From an optimization exercise on the open Yosys and OpenROAD flow, aimed at small area, a short achievable clock period and few clock cycles; shortcuts taken in it are not production practice. The RTL was checked by simulation tests, not by an equivalence proof against the original design. Power figures rest on the tool's default switching activity, not on a simulated workload.

==> inputs of build 73 <==
==> flow/design.v (excerpt) <==
module csr_nfa_top
(
	input logic clk,
	input logic reset,
	input csr_nfa_pkg::state_idx_t num_states,
	output logic char_ready,
	input logic char_valid,
	input csr_nfa_pkg::symbol_t char_a,
	input csr_nfa_pkg::symbol_t char_b,
	output logic rd_en,
	output csr_nfa_pkg::line_addr_t rd_addr,
	input csr_nfa_pkg::mem_line_t rd_data,
	output logic accept_a,
	output logic accept_b
);
export LEC_CHECK = 0
export ABC_AREA = 0
export CAP_MARGIN = 35
export CELL_PAD_IN_SITES_DETAIL_PLACEMENT = 0
export CELL_PAD_IN_SITES_GLOBAL_PLACEMENT = 1
export CORE_MARGIN = 2
export CORE_UTILIZATION = 45
export SETUP_SLACK_MARGIN = 5
export SLEW_MARGIN = 35
export TNS_END_PERCENT = 10
create_clock -name core_clock -period 10.0 [get_ports {clk}]
standard.sh (not shown) runs the stock make flow with config.mk's settings and CLKGATE_MAP_FILE= SYNTH_SCRIPT=/design/flow/synth_recipe.tcl, a recipe that flattens the netlist after the stock synthesis.
==> flow/flow/run.sh <==
#!/bin/bash
# The standard layout, with repair_timing aiming at a larger setup margin
set -euo pipefail
bash standard.sh SETUP_SLACK_MARGIN=6 finish > standard_run.log 2>&1
==> trial 49: changes against build 73 <==
--- a/flow/design.v
+++ b/flow/design.v
@@ -41,16 +41,23 @@
 		end
 	endfunction
 	function automatic logic [4:0] enc17(input logic [NL-1:0] oh);
 		enc17 = '0;
 		for (int i = 0; i < NL; i++)
 			if (oh[i])
 				enc17 = enc17 | 5'(i);
 	endfunction
+	function automatic logic [PW-1:0] add_base(input logic [PW-1:0] p, input logic [6:0] b);
+		logic [7:0] lo;
+		logic [PW-8:0] hi1;
+		lo = {1'b0, p[6:0]} + {1'b0, b};
+		hi1 = p[PW-1:7] + 1'b1;
+		add_base = {lo[7] ? hi1 : p[PW-1:7], lo[6:0]};
+	endfunction
 	function automatic logic [NL-1:0] dec17(input logic [4:0] g);
 		for (int i = 0; i < NL; i++)
 			dec17[i] = (g == 5'(i));
 	endfunction
 	function automatic logic [NL-1:0] need_lines(input logic [NS-1:0] u);
 		logic [NS+4:0] ext;
 		ext = {4'b0, u, 1'b0};
 		for (int g = 0; g < NL; g++)
@@ -112,17 +119,18 @@
 	logic s_inhold;
 	logic [3:0] lm_a;
 	logic [3:0] lm_b;
 	logic [5:0] lt [4];
 	logic [6:0] cnt_a;
 	logic [6:0] cnt_b;
 	assign rd_en = ir_en;
 	assign rd_addr = ir_addr;
-	assign char_ready = !running || quiet;
+	logic ready_q;
+	assign char_ready = ready_q;
 	logic [NS-1:0] hit_a;
 	logic [NS-1:0] hit_b;
 	always_comb
 	begin
 		logic [7:0] hi_oh [4];
 		logic [7:0] lo_oh [4];
 		for (int l = 0; l < 4; l++)
 			for (int k = 0; k < 8; k++)
@@ -212,18 +220,24 @@
 	assign s_act = s_busy && !fl_last;
 	assign rem_single = (d_oh == rem);
 	assign s_is_last = (s_line == s_last);
 	assign hold_ok = (rem == '0) || (rem_single && (!s_act || s_is_last));
 	assign edge_ok = running;
 	assign cnt_a_nx = 8'(cnt_a) - 8'(cnt_a != '0) + 8'(acc_pa[0]) + 8'(acc_pa[1]) + 8'(acc_pa[2]) + 8'(acc_pa[3]);
 	assign cnt_b_nx = 8'(cnt_b) - 8'(cnt_b != '0) + 8'(acc_pb[0]) + 8'(acc_pb[1]) + 8'(acc_pb[2]) + 8'(acc_pb[3]);
 	assign quiet_next = running && !quiet && (pend == '0) && !ir_ptr && !ir_edge && !dt_ptr
-		&& (rem == '0) && !s_act && (cnt_a_nx == 8'd0) && (cnt_b_nx == 8'd0);
-	assign ptr_issue = !quiet && (pend != '0) && !dt_ptr && !dt_spec && hold_ok && !ir_ptr;
+		&& (rem == '0) && !s_act && (cnt_a <= 7'd1) && (acc_pa == '0) && (cnt_b <= 7'd1) && (acc_pb == '0);
+	logic [3:0] act_next;
+	logic ptr_norm;
+	logic early_ok;
+	assign act_next = dt_la | dt_lb;
+	assign early_ok = dt_ptr && (rem == '0) && (!s_act || s_is_last) && ((act_next & (act_next - 4'd1)) == '0);
+	assign ptr_norm = !dt_ptr && !dt_spec && hold_ok;
+	assign ptr_issue = !quiet && (pend != '0) && !ir_ptr && (ptr_norm || early_ok);
 	assign spec_issue = running && !quiet && (pend == '0) && (rem == '0) && !s_act
 		&& !ir_ptr && !dt_ptr && !ir_spec && !dt_spec && !spec_held && need_new[0];
 	assign ptr_oh = low_oh(pend);
 	logic gap_empty;
 	logic [1:0] d_idx;
 	always_comb
 	begin
 		gap_empty = 1'b1;
@@ -318,17 +332,17 @@
 		else if (edge_go && !s_act)
 			s_inhold <= 1'b1;
 		if (dt_ptr || dt_spec)
 		begin
 			hp[0] <= hp[4];
 			raw3 <= lane_p[3];
 			for (int l = 0; l < 4; l++)
 			begin
-				hp[l+1] <= lane_p[l] + PW'(n1_q);
+				hp[l+1] <= add_base(lane_p[l], n1_q);
 			end
 			heq <= p_eq;
 		end
 	end
 	logic take;
 	assign take = running;
 	always_ff @(posedge clk)
 	begin
@@ -391,29 +405,31 @@
 	end
 	always_ff @(posedge clk)
 	begin
 		if (reset)
 		begin
 			running <= 1'b0;
 			quiet <= 1'b0;
 			quiet_d <= 1'b0;
+			ready_q <= 1'b1;
 			cur_a <= NS'(1);
 			cur_b <= NS'(1);
 			nxt_a <= '0;
 			nxt_b <= '0;
 			pend <= NL'(1);
 			dt_ptr <= 1'b0;
 			dt_spec <= 1'b0;
 			dt_edge <= 1'b0;
 		end
 		else
 		begin
 			quiet <= quiet_next;
 			quiet_d <= quiet;
+			ready_q <= quiet_next || (quiet ? !char_valid : (!running && !char_valid));
 			if (!running && char_valid)
 				running <= 1'b1;
 			if (quiet)
 			begin
 				running <= char_valid;
 				cur_a <= new_a;
 				cur_b <= new_b;
 				nxt_a <= '0;
@@ -446,24 +462,35 @@
 			dt_lb <= line_flags(cur_b, dec17(ir_addr[4:0]));
 		end
 		else
 		begin
 			dt_la <= ir_la & lane_cap;
 			dt_lb <= ir_lb & lane_cap;
 		end
 	end
+	logic [7:0] thr_hi;
+	logic [7:0] eq_hi;
+	logic [7:0] thr_lo;
+	always_comb
+		for (int k = 0; k < 8; k++)
+		begin
+			thr_hi[k] = (3'(k) < nm1_q[5:3]);
+			eq_hi[k] = (3'(k) == nm1_q[5:3]);
+			thr_lo[k] = (3'(k) <= nm1_q[2:0]);
+		end
 	always_ff @(posedge clk)
 	begin
 		logic [32-1:0] w;
 		logic ok;
 		for (int l = 0; l < 4; l++)
 		begin
 			w = csr_nfa_pkg::lane_word(rd_data, 2'(l));
-			ok = !reset && dt_edge && (w[23:6] == '0) && (w[5:0] <= nm1_q);
+			ok = !reset && dt_edge && (w[23:6] == '0)
+				&& (thr_hi[w[5:3]] || (eq_hi[w[5:3]] && thr_lo[w[2:0]]));
 			lm_a[l] <= ok && dt_la[l] && (w[31:24] == ca_q);
 			lm_b[l] <= ok && dt_lb[l] && (w[31:24] == cb_q);
 			lt[l] <= w[5:0];
 		end
 	end
 	always_ff @(posedge clk)
 	begin
 		if (reset)
==> flow/flow/run.sh (replaced) <==
#!/bin/bash
# The standard layout, with repair_timing aiming at a larger setup margin
# and plain buffers (instead of the default delay-cell buffers) on the ports
set -euo pipefail
bash standard.sh SETUP_SLACK_MARGIN=6.6 "BUFFER_PORTS_ARGS=-buffer_cell sky130_fd_sc_hd__buf_2" finish > standard_run.log 2>&1
Settings changed: CORE_UTILIZATION 45 to 52, CTS_CLUSTER_DIAMETER set to 80, CTS_CLUSTER_SIZE set to 22, TNS_END_PERCENT 10 to not set.
==> build 81: changes against build 73 <==
Settings changed: CTS_CLUSTER_DIAMETER set to 80, CTS_CLUSTER_SIZE set to 22, TNS_END_PERCENT 10 to not set.
==> build 45: changes against build 73 <==
--- a/flow/design.v
+++ b/flow/design.v
@@ -58,27 +58,30 @@
 	endfunction
 	function automatic logic [3:0] line_flags(input logic [NS-1:0] u, input logic [NL-1:0] oh);
 		logic [NS+3:0] ext;
 		ext = {3'b0, u, 1'b0};
 		line_flags = '0;
 		for (int g = 0; g < NL; g++)
 			line_flags = line_flags | (ext[4*g +: 4] & {4{oh[g]}});
 	endfunction
+	logic [6:0] n_q;
 	logic [6:0] n1_q;
+	logic [6:0] n5_q;
 	logic [5:0] nm1_q;
 	always_ff @(posedge clk)
 		if (reset)
 		begin
+			n_q <= num_states[6:0];
 			n1_q <= num_states[6:0] + 7'd1;
+			n5_q <= num_states[6:0] + 7'd5;
 			nm1_q <= num_states[5:0] - 6'd1;
 		end
 	logic running;
 	logic quiet;
-	logic quiet_d;
 	csr_nfa_pkg::symbol_t ca_q;
 	csr_nfa_pkg::symbol_t cb_q;
 	logic [NS-1:0] cur_a;
 	logic [NS-1:0] cur_b;
 	logic [NS-1:0] nxt_a;
 	logic [NS-1:0] nxt_b;
 	logic [NL-1:0] pend;
 	logic ir_en;
@@ -90,39 +93,37 @@
 	logic [3:0] ir_lb;
 	logic dt_ptr;
 	logic dt_spec;
 	logic dt_edge;
 	logic [3:0] dt_la;
 	logic [3:0] dt_lb;
 	logic spec_held;
 	logic [PW-1:0] hp [5];
-	logic [PW-1:0] raw3;
 	logic [3:0] heq;
 	logic [3:0] rem_a;
 	logic [3:0] rem_b;
 	logic [3:0] acc_pa;
 	logic [3:0] acc_pb;
 	logic s_busy;
-	logic ir_first;
 	logic [15:0] s_line;
 	logic [15:0] s_last;
 	logic [1:0] s_ll;
 	logic s_a;
 	logic s_b;
 	logic [1:0] s_idx;
 	logic s_inhold;
 	logic [3:0] lm_a;
 	logic [3:0] lm_b;
 	logic [5:0] lt [4];
 	logic [6:0] cnt_a;
 	logic [6:0] cnt_b;
 	assign rd_en = ir_en;
 	assign rd_addr = ir_addr;
-	assign char_ready = !running || quiet;
+	assign char_ready = !running;
 	logic [NS-1:0] hit_a;
 	logic [NS-1:0] hit_b;
 	always_comb
 	begin
 		logic [7:0] hi_oh [4];
 		logic [7:0] lo_oh [4];
 		for (int l = 0; l < 4; l++)
 			for (int k = 0; k < 8; k++)
@@ -150,191 +151,184 @@
 	assign need_new = need_lines(new_a | new_b);
 	assign low_new = low_oh(need_new);
 	logic [PW-1:0] lane_p [4];
 	logic [3:0] p_eq;
 	always_comb
 	begin
 		for (int l = 0; l < 4; l++)
 			lane_p[l] = rd_data[128-1-32*l-14 -: PW];
-		p_eq[0] = (raw3 == lane_p[0]);
+		p_eq[0] = (hp[4] == lane_p[0]);
 		for (int l = 1; l < 4; l++)
 			p_eq[l] = (lane_p[l-1] == lane_p[l]);
 	end
 	logic spec_have;
 	logic [3:0] spec_eq;
 	assign spec_have = dt_spec || spec_held;
 	assign spec_eq = dt_spec ? p_eq : heq;
 	logic [3:0] rem;
 	logic [3:0] d_oh;
 	logic [PW-1:0] d_lo;
 	logic [PW-1:0] d_hi;
 	logic [PW-1:0] d_s;
 	logic [PW-1:0] d_s4;
 	logic [PW-1:0] d_e;
 	logic [PW-1:0] d_lastw;
+	logic d_single;
 	logic [3:0] d_mask;
 	logic d_a;
 	logic d_b;
 	assign rem = rem_a | rem_b;
 	assign d_oh = rem & ~{rem[2:0] | {rem[1:0], 1'b0} | {rem[0], 2'b0}, 1'b0};
 	always_comb
 	begin
 		d_lo = '0;
 		d_hi = '0;
 		for (int i = 0; i < 4; i++)
 			if (d_oh[i])
 			begin
 				d_lo = hp[i];
 				d_hi = hp[i+1];
 			end
-		d_s = d_lo;
-		d_s4 = {d_lo[PW-1:2] + 16'd1, d_lo[1:0]};
-		d_lastw = d_hi - 1'b1;
+		d_s = d_lo + PW'(n1_q);
+		d_s4 = d_lo + PW'(n5_q);
+		d_lastw = d_hi + PW'(n_q);
+		d_single = (d_s[PW-1:2] == d_lastw[PW-1:2]);
 		for (int l = 0; l < 4; l++)
-			d_mask[l] = (2'(l) >= d_s[1:0]);
+			d_mask[l] = (2'(l) >= d_s[1:0]) && (!d_single || (2'(l) <= d_lastw[1:0]));
 		d_a = |(rem_a & d_oh);
 		d_b = |(rem_b & d_oh);
 	end
 	logic rem_single;
 	logic s_is_last;
 	logic hold_ok;
 	logic edge_ok;
 	logic ptr_issue;
 	logic spec_issue;
 	logic merge;
 	logic [3:0] s_mask;
 	logic [NL-1:0] ptr_oh;
 	logic [7:0] cnt_a_nx;
 	logic [7:0] cnt_b_nx;
 	logic quiet_next;
-	logic fl_last;
-	logic s_act;
-	assign fl_last = ir_first && (ir_addr == s_last);
-	assign s_act = s_busy && !fl_last;
 	assign rem_single = (d_oh == rem);
 	assign s_is_last = (s_line == s_last);
-	assign hold_ok = (rem == '0) || (rem_single && (!s_act || s_is_last));
-	assign edge_ok = running;
+	assign hold_ok = (rem == '0) || (rem_single && (!s_busy || s_is_last));
+	assign edge_ok = running || char_valid;
 	assign cnt_a_nx = 8'(cnt_a) - 8'(cnt_a != '0) + 8'(acc_pa[0]) + 8'(acc_pa[1]) + 8'(acc_pa[2]) + 8'(acc_pa[3]);
 	assign cnt_b_nx = 8'(cnt_b) - 8'(cnt_b != '0) + 8'(acc_pb[0]) + 8'(acc_pb[1]) + 8'(acc_pb[2]) + 8'(acc_pb[3]);
 	assign quiet_next = running && !quiet && (pend == '0) && !ir_ptr && !ir_edge && !dt_ptr
-		&& (rem == '0) && !s_act && (cnt_a_nx == 8'd0) && (cnt_b_nx == 8'd0);
-	assign ptr_issue = !quiet && (pend != '0) && !dt_ptr && !dt_spec && hold_ok && !ir_ptr;
-	assign spec_issue = running && !quiet && (pend == '0) && (rem == '0) && !s_act
+		&& (rem == '0) && !s_busy && (cnt_a_nx <= 8'd1) && (cnt_b_nx <= 8'd1);
+	assign ptr_issue = !quiet && (pend != '0) && !dt_ptr && !dt_spec && hold_ok
+		&& (!ir_ptr || (!running && !char_valid));
+	assign spec_issue = running && !quiet && (pend == '0) && (rem == '0) && !s_busy
 		&& !ir_ptr && !dt_ptr && !ir_spec && !dt_spec && !spec_held && need_new[0];
 	assign ptr_oh = low_oh(pend);
 	logic gap_empty;
 	logic [1:0] d_idx;
 	always_comb
 	begin
 		gap_empty = 1'b1;
 		d_idx = '0;
 		for (int k = 0; k < 4; k++)
 		begin
 			if (d_oh[k])
 				d_idx = 2'(k);
 			if ((2'(k) > s_idx) && ((d_oh >> (k + 1)) != '0) && !heq[k])
 				gap_empty = 1'b0;
 		end
 	end
-	assign merge = s_act && s_is_last && s_inhold && (rem != '0) && (s_ll != 2'd3) && gap_empty;
+	assign merge = s_busy && s_is_last && s_inhold && (rem != '0) && (s_ll != 2'd3) && gap_empty;
 	always_comb
 		for (int l = 0; l < 4; l++)
 			s_mask[l] = !s_is_last || (2'(l) <= s_ll);
 	logic edge_go;
-	assign edge_go = edge_ok && !quiet && !ptr_issue && (s_act || rem != '0);
+	assign edge_go = edge_ok && !quiet && !ptr_issue && (s_busy || rem != '0);
 	always_ff @(posedge clk)
 	begin
 		if (reset)
 		begin
 			ir_en <= 1'b1;
 			ir_addr <= '0;
 			ir_ptr <= 1'b1;
 			ir_spec <= 1'b0;
 			ir_edge <= 1'b0;
 			s_busy <= 1'b0;
 		end
 		else
 		begin
 			ir_en <= 1'b0;
 			ir_ptr <= 1'b0;
-			ir_first <= 1'b0;
-			if (fl_last)
-				s_busy <= 1'b0;
 			ir_spec <= 1'b0;
 			ir_edge <= 1'b0;
 			if (ptr_issue)
 			begin
 				ir_en <= 1'b1;
 				ir_ptr <= 1'b1;
 				ir_addr <= {11'd0, enc17(ptr_oh)};
 			end
 			else if (spec_issue)
 			begin
 				ir_en <= 1'b1;
 				ir_spec <= 1'b1;
 				ir_addr <= '0;
 			end
-			else if (edge_go && s_act)
+			else if (edge_go && s_busy)
 			begin
 				ir_en <= 1'b1;
 				ir_edge <= 1'b1;
 				ir_addr <= s_line;
 				ir_la <= (s_a ? s_mask : 4'd0) | ((merge && d_a) ? d_mask : 4'd0);
 				ir_lb <= (s_b ? s_mask : 4'd0) | ((merge && d_b) ? d_mask : 4'd0);
 				s_line <= s_line + 16'd1;
 				if (s_is_last)
 				begin
 					s_idx <= d_idx;
-					s_busy <= merge;
-					ir_first <= merge;
+					s_busy <= merge && !d_single;
 					s_last <= d_lastw[PW-1:2];
 					s_ll <= d_lastw[1:0];
 					s_a <= d_a;
 					s_b <= d_b;
 				end
 			end
 			else if (edge_go)
 			begin
 				ir_en <= 1'b1;
 				ir_edge <= 1'b1;
 				ir_addr <= d_s[PW-1:2];
 				ir_la <= d_a ? d_mask : 4'd0;
 				ir_lb <= d_b ? d_mask : 4'd0;
-				s_busy <= 1'b1;
-				ir_first <= 1'b1;
+				s_busy <= !d_single;
 				s_idx <= d_idx;
 				s_line <= d_s4[PW-1:2];
 				s_last <= d_lastw[PW-1:2];
 				s_ll <= d_lastw[1:0];
 				s_a <= d_a;
 				s_b <= d_b;
 			end
 		end
 	end
 	always_ff @(posedge clk)
 	begin
 		if (dt_ptr || dt_spec || reset)
 			s_inhold <= 1'b0;
-		else if (edge_go && !s_act)
+		else if (edge_go && !s_busy)
 			s_inhold <= 1'b1;
 		if (dt_ptr || dt_spec)
 		begin
 			hp[0] <= hp[4];
-			raw3 <= lane_p[3];
 			for (int l = 0; l < 4; l++)
 			begin
-				hp[l+1] <= lane_p[l] + PW'(n1_q);
+				hp[l+1] <= lane_p[l];
 			end
 			heq <= p_eq;
 		end
 	end
 	logic take;
-	assign take = running;
+	assign take = running || char_valid;
 	always_ff @(posedge clk)
 	begin
 		if (reset)
 		begin
 			rem_a <= '0;
 			rem_b <= '0;
 			acc_pa <= '0;
 			acc_pb <= '0;
@@ -357,103 +351,97 @@
 			end
 			else if (dt_ptr)
 			begin
 				rem_a <= dt_la & ~p_eq;
 				rem_b <= dt_lb & ~p_eq;
 				acc_pa <= dt_la & p_eq;
 				acc_pb <= dt_lb & p_eq;
 			end
-			else if (dt_spec && quiet_d)
+			else if (dt_spec && !running)
 			begin
 				rem_a <= pend[0] ? ({cur_a[2:0], 1'b0} & ~p_eq) : 4'd0;
 				rem_b <= pend[0] ? ({cur_b[2:0], 1'b0} & ~p_eq) : 4'd0;
 				acc_pa <= pend[0] ? ({cur_a[2:0], 1'b0} & p_eq) : 4'd0;
 				acc_pb <= pend[0] ? ({cur_b[2:0], 1'b0} & p_eq) : 4'd0;
 			end
 			else
 			begin
 				if (dt_spec)
 					spec_held <= 1'b1;
-				if (edge_go && (s_act ? merge : 1'b1))
+				if (edge_go && (s_busy ? merge : 1'b1))
 				begin
 					rem_a <= rem_a & ~d_oh;
 					rem_b <= rem_b & ~d_oh;
 				end
 			end
 		end
 	end
 	always_ff @(posedge clk)
 	begin
-		if (char_valid && char_ready)
+		if (char_valid && !running)
 		begin
 			ca_q <= char_a;
 			cb_q <= char_b;
 		end
 	end
 	always_ff @(posedge clk)
 	begin
 		if (reset)
 		begin
 			running <= 1'b0;
 			quiet <= 1'b0;
-			quiet_d <= 1'b0;
 			cur_a <= NS'(1);
 			cur_b <= NS'(1);
 			nxt_a <= '0;
 			nxt_b <= '0;
 			pend <= NL'(1);
 			dt_ptr <= 1'b0;
 			dt_spec <= 1'b0;
 			dt_edge <= 1'b0;
 		end
 		else
 		begin
 			quiet <= quiet_next;
-			quiet_d <= quiet;
 			if (!running && char_valid)
 				running <= 1'b1;
 			if (quiet)
 			begin
-				running <= char_valid;
+				running <= 1'b0;
 				cur_a <= new_a;
 				cur_b <= new_b;
 				nxt_a <= '0;
 				nxt_b <= '0;
 				pend <= need_new & {{(NL-1){1'b1}}, !spec_have};
 			end
 			else
 			begin
 				nxt_a <= new_a;
 				nxt_b <= new_b;
 				if (ir_ptr && (running || char_valid))
 					pend <= pend & ~low_oh(pend);
-				else if (dt_spec && quiet_d)
+				else if (dt_spec && !running)
 					pend <= pend & {{(NL-1){1'b1}}, 1'b0};
 			end
 			dt_ptr <= ir_ptr && (running || char_valid);
 			dt_spec <= ir_spec;
 			dt_edge <= ir_edge;
 		end
 	end
-	logic [3:0] lane_cap;
-	always_comb
-		for (int l = 0; l < 4; l++)
-			lane_cap[l] = !fl_last || (2'(l) <= s_ll);
 	always_ff @(posedge clk)
 	begin
 		if (ir_ptr)
 		begin
 			dt_la <= line_flags(cur_a, dec17(ir_addr[4:0]));
 			dt_lb <= line_flags(cur_b, dec17(ir_addr[4:0]));
 		end
 		else
 		begin
-			dt_la <= ir_la & lane_cap;
-			dt_lb <= ir_lb & lane_cap;
+			dt_la <= ir_la;
+			dt_lb <= ir_lb;
 		end
 	end
 	always_ff @(posedge clk)
 	begin
 		logic [32-1:0] w;
 		logic ok;
 		for (int l = 0; l < 4; l++)
 		begin
==> flow/run.sh (new file) <==
#!/bin/bash
# synth_recipe.tcl (not shown) runs the flow's synth.tcl, then flattens the netlist and writes it again
# the make line also repeats each setting of config.mk as NAME=value (left out here)
make -C /OpenROAD-flow-scripts/flow DESIGN_CONFIG=/design/flow/config.mk WORK_HOME=/design/flow/orfs CLKGATE_MAP_FILE= SYNTH_SCRIPT=/design/flow/synth_recipe.tcl finish
Settings changed: CAP_MARGIN 35 to 20, SLEW_MARGIN 35 to 20, TNS_END_PERCENT 10 to not set.
removed: flow/flow/run.sh
removed: flow/standard.sh
==> out/qor.txt <==
Register area share after synthesis = 45.3%
Die area = 0.0662 mm²
Die H = 257 µm
Vias/cell = 6.48
Startpoint types = register
Clk pwr = 0.00170 W
RSZ-0062 raised after global routing = true
Starting Density = 45.6%
Switching power share of the total = 33.6%
Outcome = no timing/DRC/antenna violations
Cts bufs inserted = 37
(the above is from build 81)
==> out/qor.txt <==
Clk pwr = 0.00226 W
Register area share after synthesis = 46.1%
Startpoint types = input port
Vias/cell = 6.49
Outcome = no timing/DRC/antenna violations
Switching power share of the total = 33.7%
Die H = 253 µm
Starting Density = 45.4%
Cts bufs inserted = 61
(the above is from build 45)
==> out/qor.txt <==
Outcome = no timing/DRC/antenna violations
Synth Area in Compound Gates = 17.8%
Cts bufs inserted = 67
Switching power share of the total = 31.3%
RSZ-0062 raised after global routing = true
Startpoint types = input port
Internal power = 0.00462 W
Starting Density = 45.6%
Register area share after synthesis = 45.3%
Vias/cell = 6.46
Die H = 257 µm
Post-route ant nets = 0
(the above is from build 73)
==> out/qor.txt <==
Register area share after synthesis = 45.1%
Vias/cell = 6.63
Cts bufs inserted = 36
Outcome = no timing/DRC/antenna violations
FF-to-FF setup slack = 6530 ps
Wire length on met3 = 15300 µm
Power Density = 191 mW/mm²
Die H = 240 µm
Clk pwr = 0.00166 W
WL per Instance = 27.6 µm
Met2 wire length = 46000 µm
Starting Density = 52.6%
Kind of critical path = reg -> reg
(the above is from trial 49)
Testbench counts of build 73, summed over its fixed seeds: cycles 103,859.
Testbench counts of trial 49, summed over its fixed seeds: cycles 100,107.
Testbench counts of build 81, summed over its fixed seeds: cycles 103,859.
Testbench counts of build 45, summed over its fixed seeds: cycles 104,565.

## separate check: timing with driven ports
The results above use ideal ports. As a check the final layouts listed here were re-extracted and re-timed, cells and wires unchanged. Step 1: set_driving_cell puts a clkbuf_16 on clk and a buf_2 on each other input, an assumption about the parent block. Step 2 moves the port delays by t, midway between the first and last clock arrival at a register: inputs arrive t later, outputs are due t later. That takes back most of the time a late clock gives input paths. Slacks: ideal ports / drivers / drivers and shift; pairs: ideal ports / drivers.
| run | t (ns) | setup slack, ns | cell pins on the clock port's net |
|---|---|---|---|
| build 73 | 0.680 | 5.853 / 5.899 / 5.219 | 1 |
| trial 49 | 0.665 | 6.526 / 6.526 / 5.935 | 1 |
| build 81 | 0.653 | 6.049 / 5.982 / 5.462 | 1 |
| build 45 | 0.719 | 5.077 / 5.120 / 4.401 | 1 |
After both steps setup and hold are still met in every run listed. For build 45, which loses most, drivers alone change the setup slack by +0.043 ns; drivers and shift together by -0.676 ns.
